Source: an optimization exercise on an open RTL-to-GDS flow (aim: small area, a short achievable clock period and few clock cycles per item). Production flows keep margins and buffers that such runs may drop. At most, simulation tests tie the RTL to the original design; equivalence was not proved. Power figures rest on the tool's default switching activity, not on a simulated workload.

==> flow/design.v <==
`timescale 1ns/1ps
module huffTreeTop
(
    input  logic          Clk_in,
    input  logic          n_Rst,
    input  logic          Req,
    output logic          Ack,
    input  logic [89:0]   LeafWeights,
    output logic [119:0]  TreeTable,
    output logic [4:0]    RootRight,
    output logic [4:0]    RootLeft
);
    logic       busy;
    logic [3:0] step;               
    logic [7:0] lw [10];            
    logic [9:0] open;               
    logic [7:0] q [5];              
    logic [2:0] qn;                 
    logic [2:0] qb;                 
    logic [9:0] res [8];
    logic [4:0] rootR;
    logic [4:0] rootL;
    function automatic logic le8(input logic [7:0] a, input logic [7:0] b);
        logic c;
        logic lt;
        logic eq;
        c = 1'b1;
        for (int k = 0; k < 4; k++)
        begin
            c = (~a[k] & b[k]) | (~a[k] & c) | (b[k] & c);
        end
        lt = 1'b0;
        eq = 1'b1;
        for (int k = 7; k >= 4; k--)
        begin
            lt = lt | (eq & ~a[k] & b[k]);
            eq = eq & ~(a[k] ^ b[k]);
        end
        le8 = lt | (eq & c);
    endfunction
    logic [99:0] befN;
    logic [99:0] bef;
    always_comb
    begin
        for (int i = 0; i < 10; i++)
        begin
            for (int j = 0; j < 10; j++)
            begin
                if (i == j)
                begin
                    befN[10*i+j] = 1'b1;
                end
                else if (i < j)
                begin
                    befN[10*i+j] = le8(LeafWeights[9*i +: 8], LeafWeights[9*j +: 8]);
                end
                else
                begin
                    befN[10*i+j] = ~le8(LeafWeights[9*j +: 8], LeafWeights[9*i +: 8]);
                end
            end
        end
    end
    logic [44:0] befR;
    always_comb
    begin
        int n;
        n = 0;
        for (int i = 0; i < 10; i++)
        begin
            for (int j = 0; j < 10; j++)
            begin
                if (i == j)
                begin
                    bef[10*i+j] = 1'b1;
                end
                else if (i < j)
                begin
                    bef[10*i+j] = befR[n];
                    n = n + 1;
                end
            end
        end
        for (int i = 0; i < 10; i++)
        begin
            for (int j = 0; j < i; j++)
            begin
                bef[10*i+j] = ~bef[10*j+i];
            end
        end
    end
    function automatic logic [9:0] headOf(input logic [9:0] r, input logic [99:0] bm);
        logic [9:0] h;
        for (int i = 0; i < 10; i++)
        begin
            h[i] = r[i] & (&(~r | bm[10*i +: 10]));
        end
        headOf = h;
    endfunction
    logic [9:0] h0;
    logic [9:0] h1;
    logic [9:0] open1;
    assign h0    = headOf(open, bef);
    assign open1 = open & ~h0;
    assign h1    = headOf(open1, bef);
    logic [7:0] L0;
    logic [7:0] L1;
    logic [3:0] I0;
    logic [3:0] I1;
    always_comb
    begin
        L0 = '0;
        L1 = '0;
        I0 = '0;
        I1 = '0;
        for (int i = 0; i < 10; i++)
        begin
            L0 = L0 | ({8{h0[i]}} & lw[i]);
            L1 = L1 | ({8{h1[i]}} & lw[i]);
            I0 = I0 | ({4{h0[i]}} & 4'(i));
            I1 = I1 | ({4{h1[i]}} & 4'(i));
        end
    end
    logic hL0;
    logic hL1;
    logic hP0;
    logic hP1;
    logic [7:0] P0;
    logic [7:0] P1;
    assign hL0 = |open;
    assign hL1 = |open1;
    assign hP0 = (qn != 3'd0);
    assign hP1 = (qn > 3'd1);
    assign P0  = q[0];
    assign P1  = q[1];
    logic fL;                       
    logic sL;                       
    assign fL = hL0 & (~hP0 | le8(L0, P0));
    assign sL = fL ? (hL1 & (~hP0 | le8(L1, P0))) : (hL0 & (~hP1 | le8(L0, P1)));
    logic [7:0] firstW;
    logic [7:0] secondW;
    logic [7:0] sum;
    assign firstW  = fL ? L0 : P0;
    assign secondW = (fL & sL) ? L1 : (~fL & ~sL) ? P1 : fL ? P0 : L0;
    assign sum     = firstW + secondW;
    logic [4:0] firstIdx;
    logic [4:0] secondIdx;
    assign firstIdx  = fL ? {1'b0, I0} : (5'd10 + 5'(qb));
    assign secondIdx = (fL & sL) ? {1'b0, I1} :
                       (~fL & ~sL) ? (5'd11 + 5'(qb)) :
                       fL ? (5'd10 + 5'(qb)) : {1'b0, I0};
    logic [9:0] used;
    assign used = ((fL | sL) ? h0 : 10'd0) | ((fL & sL) ? h1 : 10'd0);
    logic [1:0] pop;
    assign pop = 2'(!fL) + 2'(!sL);
    logic start;
    assign start = Req & ~busy & ~Ack;
    always_ff @(posedge Clk_in or negedge n_Rst)
    begin
        if (!n_Rst)
        begin
            busy <= 1'b0;
            Ack  <= 1'b0;
        end
        else
        begin
            if (start)
            begin
                busy <= 1'b1;
            end
            else if (busy && step == 4'd8)
            begin
                busy <= 1'b0;
                Ack  <= 1'b1;
            end
            else if (Ack && !Req)
            begin
                Ack <= 1'b0;
            end
        end
    end
    always_ff @(posedge Clk_in)
    begin
        int n;
        for (int i = 0; i < 10; i++)
        begin
            lw[i] <= LeafWeights[9*i +: 8];
        end
        n = 0;
        for (int i = 0; i < 10; i++)
        begin
            for (int j = i + 1; j < 10; j++)
            begin
                befR[n] <= befN[10*i+j];
                n = n + 1;
            end
        end
    end
    always_ff @(posedge Clk_in)
    begin
        if (!busy)
        begin
            open <= '1;
            qn   <= '0;
            qb   <= '0;
            step <= '0;
        end
        else
        begin
            open <= open & ~used;
            for (int m = 0; m < 5; m++)
            begin
                if (3'(m) == qn - 3'(pop))
                begin
                    q[m] <= sum;
                end
                else if (pop == 2'd1)
                begin
                    q[m] <= (m + 1 < 5) ? q[(m + 1) % 5] : 8'd0;
                end
                else if (pop == 2'd2)
                begin
                    q[m] <= (m + 2 < 5) ? q[(m + 2) % 5] : 8'd0;
                end
            end
            qn   <= qn - 3'(pop) + 3'd1;
            qb   <= qb + 3'(pop);
            step <= step + 4'd1;
            for (int k = 0; k < 8; k++)
            begin
                if (step == 4'(k))
                begin
                    res[k] <= {secondIdx, firstIdx};
                end
            end
            if (step == 4'd8)
            begin
                rootR <= firstIdx;
                rootL <= secondIdx;
            end
        end
    end
    always_comb
    begin
        for (int k = 0; k < 8; k++)
        begin
            TreeTable[15*k +: 15] = {5'(10 + k), res[k]};
        end
    end
    assign RootRight = rootR;
    assign RootLeft  = rootL;
endmodule
export LEC_CHECK = 0
export ABC_AREA = 1
export CAP_MARGIN = 20
export CORE_MARGIN = 2
export CORE_UTILIZATION = 40
export CTS_BUF_LIST = sky130_fd_sc_hd__clkbuf_8 sky130_fd_sc_hd__clkbuf_16
export CTS_CLUSTER_DIAMETER = 80
export CTS_CLUSTER_SIZE = 30
export PLACE_DENSITY = 0.45
export SLEW_MARGIN = 20
create_clock -name core_clock -period 35.0 [get_ports {Clk_in}]
standard.sh (not shown) runs the stock make flow with config.mk's settings and CLKGATE_MAP_FILE= SYNTH_SCRIPT=/design/flow/synth_recipe.tcl, a recipe that flattens the netlist after the stock synthesis.
==> flow/flow/run.sh <==
#!/bin/bash
set -euo pipefail
bash standard.sh SETUP_SLACK_MARGIN=27 finish > standard_flow.log 2>&1
The baseline finished clean.
Testbench counts at the start, summed over its fixed seeds: cycles 26,392, trees 2,400.
Rerun with:
--- a/flow/config.mk
+++ b/flow/config.mk
@@ -15 +15 @@
-export PLACE_DENSITY = 0.45
+export PLACE_DENSITY = 0.38
After rerunning: Total power does not change; wire length stays the same; first-iteration DRC count stays the same.
Rerun with:
--- a/flow/config.mk
+++ b/flow/config.mk
@@ -12,4 +12,2 @@
-export CTS_BUF_LIST = sky130_fd_sc_hd__clkbuf_8 sky130_fd_sc_hd__clkbuf_16
-export CTS_CLUSTER_DIAMETER = 80
-export CTS_CLUSTER_SIZE = 30
-export PLACE_DENSITY = 0.38
+export CTS_BUF_LIST = sky130_fd_sc_hd__clkbuf_4 sky130_fd_sc_hd__clkbuf_8
+export PLACE_DENSITY = 0.45
The changed run finished clean.
Die area is unchanged.
Power climbs by 6.3%.
Synthesized cell count does not change.
Maximum frequency came out lower by 1.1%.
Global-route usage rises by 0.39 points.
Final cell count rises by 1.7%.
Combinational power falls by about 0.6%.
Wire length rises by 0.86%.
Via count went up by 1.9%.
Clock-buffer cell count went up by 53.

---

Setup of the reference run:
RTL: the design.v shown in full above, as it stands there.
Settings: LEC_CHECK=0, ABC_AREA=1, CAP_MARGIN=20, CORE_MARGIN=2, CORE_UTILIZATION=40, CTS_BUF_LIST=sky130_fd_sc_hd__clkbuf_8 sky130_fd_sc_hd__clkbuf_16, CTS_CLUSTER_DIAMETER=80, CTS_CLUSTER_SIZE=30, PLACE_DENSITY=0.55, SLEW_MARGIN=20; clock period 35.0 ns.
Scripts as last shown in full above: flow/flow/run.sh
Testbench counts of the reference run, summed over its fixed seeds: cycles 26,392, trees 2,400.
Modified inputs, the trial run compared to the reference run
==> flow/flow/run.sh <==
#!/bin/bash
set -euo pipefail
bash standard.sh SETUP_SLACK_MARGIN=26.5 finish > standard_flow.log 2>&1
diff --git a/flow/config.mk b/flow/config.mk
--- a/flow/config.mk
+++ b/flow/config.mk
@@ -10,7 +10,5 @@
 export CORE_MARGIN = 2
 export CORE_UTILIZATION = 40
-export CTS_BUF_LIST = sky130_fd_sc_hd__clkbuf_8 sky130_fd_sc_hd__clkbuf_16
-export CTS_CLUSTER_DIAMETER = 80
-export CTS_CLUSTER_SIZE = 30
-export PLACE_DENSITY = 0.55
+export CTS_BUF_LIST = sky130_fd_sc_hd__clkbuf_4 sky130_fd_sc_hd__clkbuf_8
+export PLACE_DENSITY = 0.45
 export SLEW_MARGIN = 20
==> comparison <==
The origin of the worst setup path comes out LeafWeights[20] in one run and res[7][8] in the other, namely in the trial run and the reference run respectively. Run comparison: the reference run master of the slowest instance on the critical path sky130_fd_sc_hd__edfxtp_1; the trial run master of the slowest instance on the critical path sky130_fd_sc_hd__clkdlybuf4s15_1. The trial run against the reference run: layout clock buffer count saw an increase; final critical-path required period saw an increase; total power divided by cell area saw an increase; cell count saw an increase; path length in cells of the critical path saw an increase.

---

Starts from the design.v that is shown in full above.
Settings: LEC_CHECK=0, ABC_AREA=1, CAP_MARGIN=20, CORE_MARGIN=2, CORE_UTILIZATION=40, CTS_BUF_LIST=sky130_fd_sc_hd__clkbuf_8 sky130_fd_sc_hd__clkbuf_16, CTS_CLUSTER_DIAMETER=80, CTS_CLUSTER_SIZE=30, PLACE_DENSITY=0.45, SLEW_MARGIN=20, TNS_END_PERCENT=10; clock period 35.0 ns.
==> flow/flow/run.sh <==
#!/bin/bash
set -euo pipefail
bash standard.sh SETUP_SLACK_MARGIN=27 finish > standard_flow.log 2>&1
Testbench counts at the start, summed over its fixed seeds: cycles 26,392, trees 2,400.
Then changed:
==> flow/flow/run.sh (replaced) <==
#!/bin/bash
set -euo pipefail
bash standard.sh SETUP_SLACK_MARGIN=26.9 finish > standard_flow.log 2>&1
Combinational power hardly moves.
Global-route usage rises by 0.16 points.
Worst hold slack is better by 5.7 ps.
Critical path depth rises by 8.
Sequential share of layout area rises by 0.13 points.
Total power is about the same.

---

## run A
Another version of the RTL of huffTreeTop (not shown whole).
Size: about 2500 cells after synthesis, about 220 I/O pins, ~0.019 sq mm of cells after synthesis.
export LEC_CHECK = 0
export ABC_AREA = 1
export CAP_MARGIN = 20
export CORE_MARGIN = 2
export CORE_UTILIZATION = 40
export PLACE_DENSITY = 0.45
export SLEW_MARGIN = 20
create_clock -name core_clock -period 35.0 [get_ports {Clk_in}]
==> flow/flow/run.sh <==
#!/bin/bash
set -euo pipefail
bash standard.sh SETUP_SLACK_MARGIN=27 finish > standard_flow.log 2>&1
Run A closes out successfully: all stages finished, all timing, DRC and antenna checks passed.
Testbench counts of run A, summed over its fixed seeds: cycles 26,392, trees 2,400.
#### Input delta (run B over run A)
- removing ABC_AREA (formerly 1)
- setting ABC_CLOCK_PERIOD_IN_PS to 8000 for the first time
Findings:
Changes observed in run B relative to run A: power +7.4%, portion of the post-synthesis area used by sequential elements +2.5 points.
Run A reports its worst-path cell with the longest stage delay as edfxtp_1 while run B reports maj3_2.
Of the two values seen for termination of the worst setup path, TreeTable[37] was produced by run A and befR[11] by run B.
Diff run A -> run B: number of flops mapped to enable cells by yosys shows no meaningful change, number of placed instances with taps included shows a reduction of 674, via count shows a reduction of about 12%.

---

huffTreeTop, a different RTL version from the one above (not shown whole).
Size in the first run: roughly 280 flip-flops, about 220 I/O pins, about 0.018 sq mm of cells after synthesis.
export LEC_CHECK = 0
export ABC_CLOCK_PERIOD_IN_PS = 8000
export CAP_MARGIN = 20
export CORE_MARGIN = 2
export CORE_UTILIZATION = 40
export PLACE_DENSITY = 0.45
export SLEW_MARGIN = 20
create_clock -name core_clock -period 35.0 [get_ports {Clk_in}]
Scripts as last shown in full above: flow/flow/run.sh
Testbench counts at the start, summed over its fixed seeds: cycles 26,392, trees 2,400.
Next try:
==> flow/run.sh (new file) <==
#!/bin/bash
# synth_recipe.tcl (not shown) runs the flow's synth.tcl, then flattens the netlist and writes it again
# the make line also repeats each setting of config.mk as NAME=value (left out here)
make -C /OpenROAD-flow-scripts/flow DESIGN_CONFIG=/design/flow/config.mk WORK_HOME=/design/flow/orfs CLKGATE_MAP_FILE= SYNTH_SCRIPT=/design/flow/synth_recipe.tcl finish
removed: flow/flow/run.sh
removed: flow/standard.sh
The changed run completed with no timing, DRC or antenna violations.
Total power went down by 4.1%.
Sequential share of layout area went up by 2.9 points.
Global-route usage went down by 1.3 points.
Die area does not change.

---

huffTreeTop, a different RTL version from the one above (not shown whole).
==> flow/config.mk <==
export PLATFORM = sky130hd
export DESIGN_NAME = huffTreeTop
export DESIGN_NICKNAME = huffTreeTop
export VERILOG_FILES = /design/flow/design.v
export SDC_FILE = /design/flow/constraint.sdc
export NUM_CORES = 4
export LEC_CHECK = 0
export ABC_CLOCK_PERIOD_IN_PS = 8000
export CAP_MARGIN = 20
export CORE_MARGIN = 2
export CORE_UTILIZATION = 40
export CTS_BUF_LIST = sky130_fd_sc_hd__clkbuf_4 sky130_fd_sc_hd__clkbuf_8
export PLACE_DENSITY = 0.45
export SLEW_MARGIN = 20
==> flow/constraint.sdc <==
create_clock -name core_clock -period 35.0 [get_ports {Clk_in}]
set_input_delay 7.0000 -clock core_clock [delete_from_list [all_inputs] [get_ports {Clk_in}]]
set_output_delay 7.0000 -clock core_clock [all_outputs]
set_load 0.01 [all_outputs]
==> flow/flow/run.sh <==
#!/bin/bash
set -euo pipefail
bash standard.sh SETUP_SLACK_MARGIN=27 finish > standard_flow.log 2>&1
Next try:
--- a/flow/config.mk
+++ b/flow/config.mk
@@ -7,3 +7,3 @@
 export LEC_CHECK = 0
-export ABC_CLOCK_PERIOD_IN_PS = 8000
+export ABC_AREA = 1
 export CAP_MARGIN = 20
Area after synthesis climbs by 8.6%.
Worst hold slack is worse by 0.014 ns.
Register-to-register slack improves by 0.34 ns.
Global-route usage goes up by 0.46 points.
Wire length went up by 9.0%.
Count of clock-buffer cells in the layout stays the same.
Design area goes up by 1.9%.
No functional check of the RTL was part of any run of this note.

## afterwards: timing with drivers on the ports
How much do the figures lean on ideal ports? The routed layouts below were timed once more, with nothing changed but the port constraints. Step 1: set_driving_cell puts a clkbuf_16 on Clk_in and a buf_2 on each other input, an assumption about the parent block. Step 2 also shifts input and output timing later by t, the mid clock arrival at the registers, as if the neighbouring blocks saw the same clock. a / b / c = ideal ports / drivers / drivers and shift; a / b = the first two.
run | shift t [ns] | setup WS [ns] | cell pins on the clock port's net
the first run of note 1 | 0.583 | 26.895 / 26.839 / 26.426 | 1
the second run of note 1 | 0.583 | 26.895 / 26.839 / 26.426 | 1
the third run of note 1 | 0.678 | 26.803 / 26.746 / 26.303 | 1
the reference run | 0.598 | 26.873 / 26.813 / 26.379 | 1
the trial run | 0.683 | 26.510 / 26.538 / 25.855 | 1
the first run of note 3 | 0.583 | 26.857 / 26.807 / 26.319 | 1
the second run of note 3 | 0.591 | 26.828 / 26.774 / 26.275 | 1
run A | 0.605 | 26.904 / 26.844 / 26.296 | 1
run B | 0.581 | 26.251 / 26.242 / 25.661 | 1
the first run of note 5 | 0.621 | 25.958 / 25.901 / 25.280 | 1
the second run of note 5 | 0.628 | 24.479 / 24.514 / 23.886 | 1
the first run of note 6 | 0.674 | 26.376 / 26.386 / 25.712 | 1
the second run of note 6 | 0.663 | 26.817 / 26.759 / 26.312 | 1
After both steps every run listed still meets setup and hold. The setup slack of the first run of note 5, which loses most, moves by -0.057 ns with the drivers and by -0.678 ns with both steps.
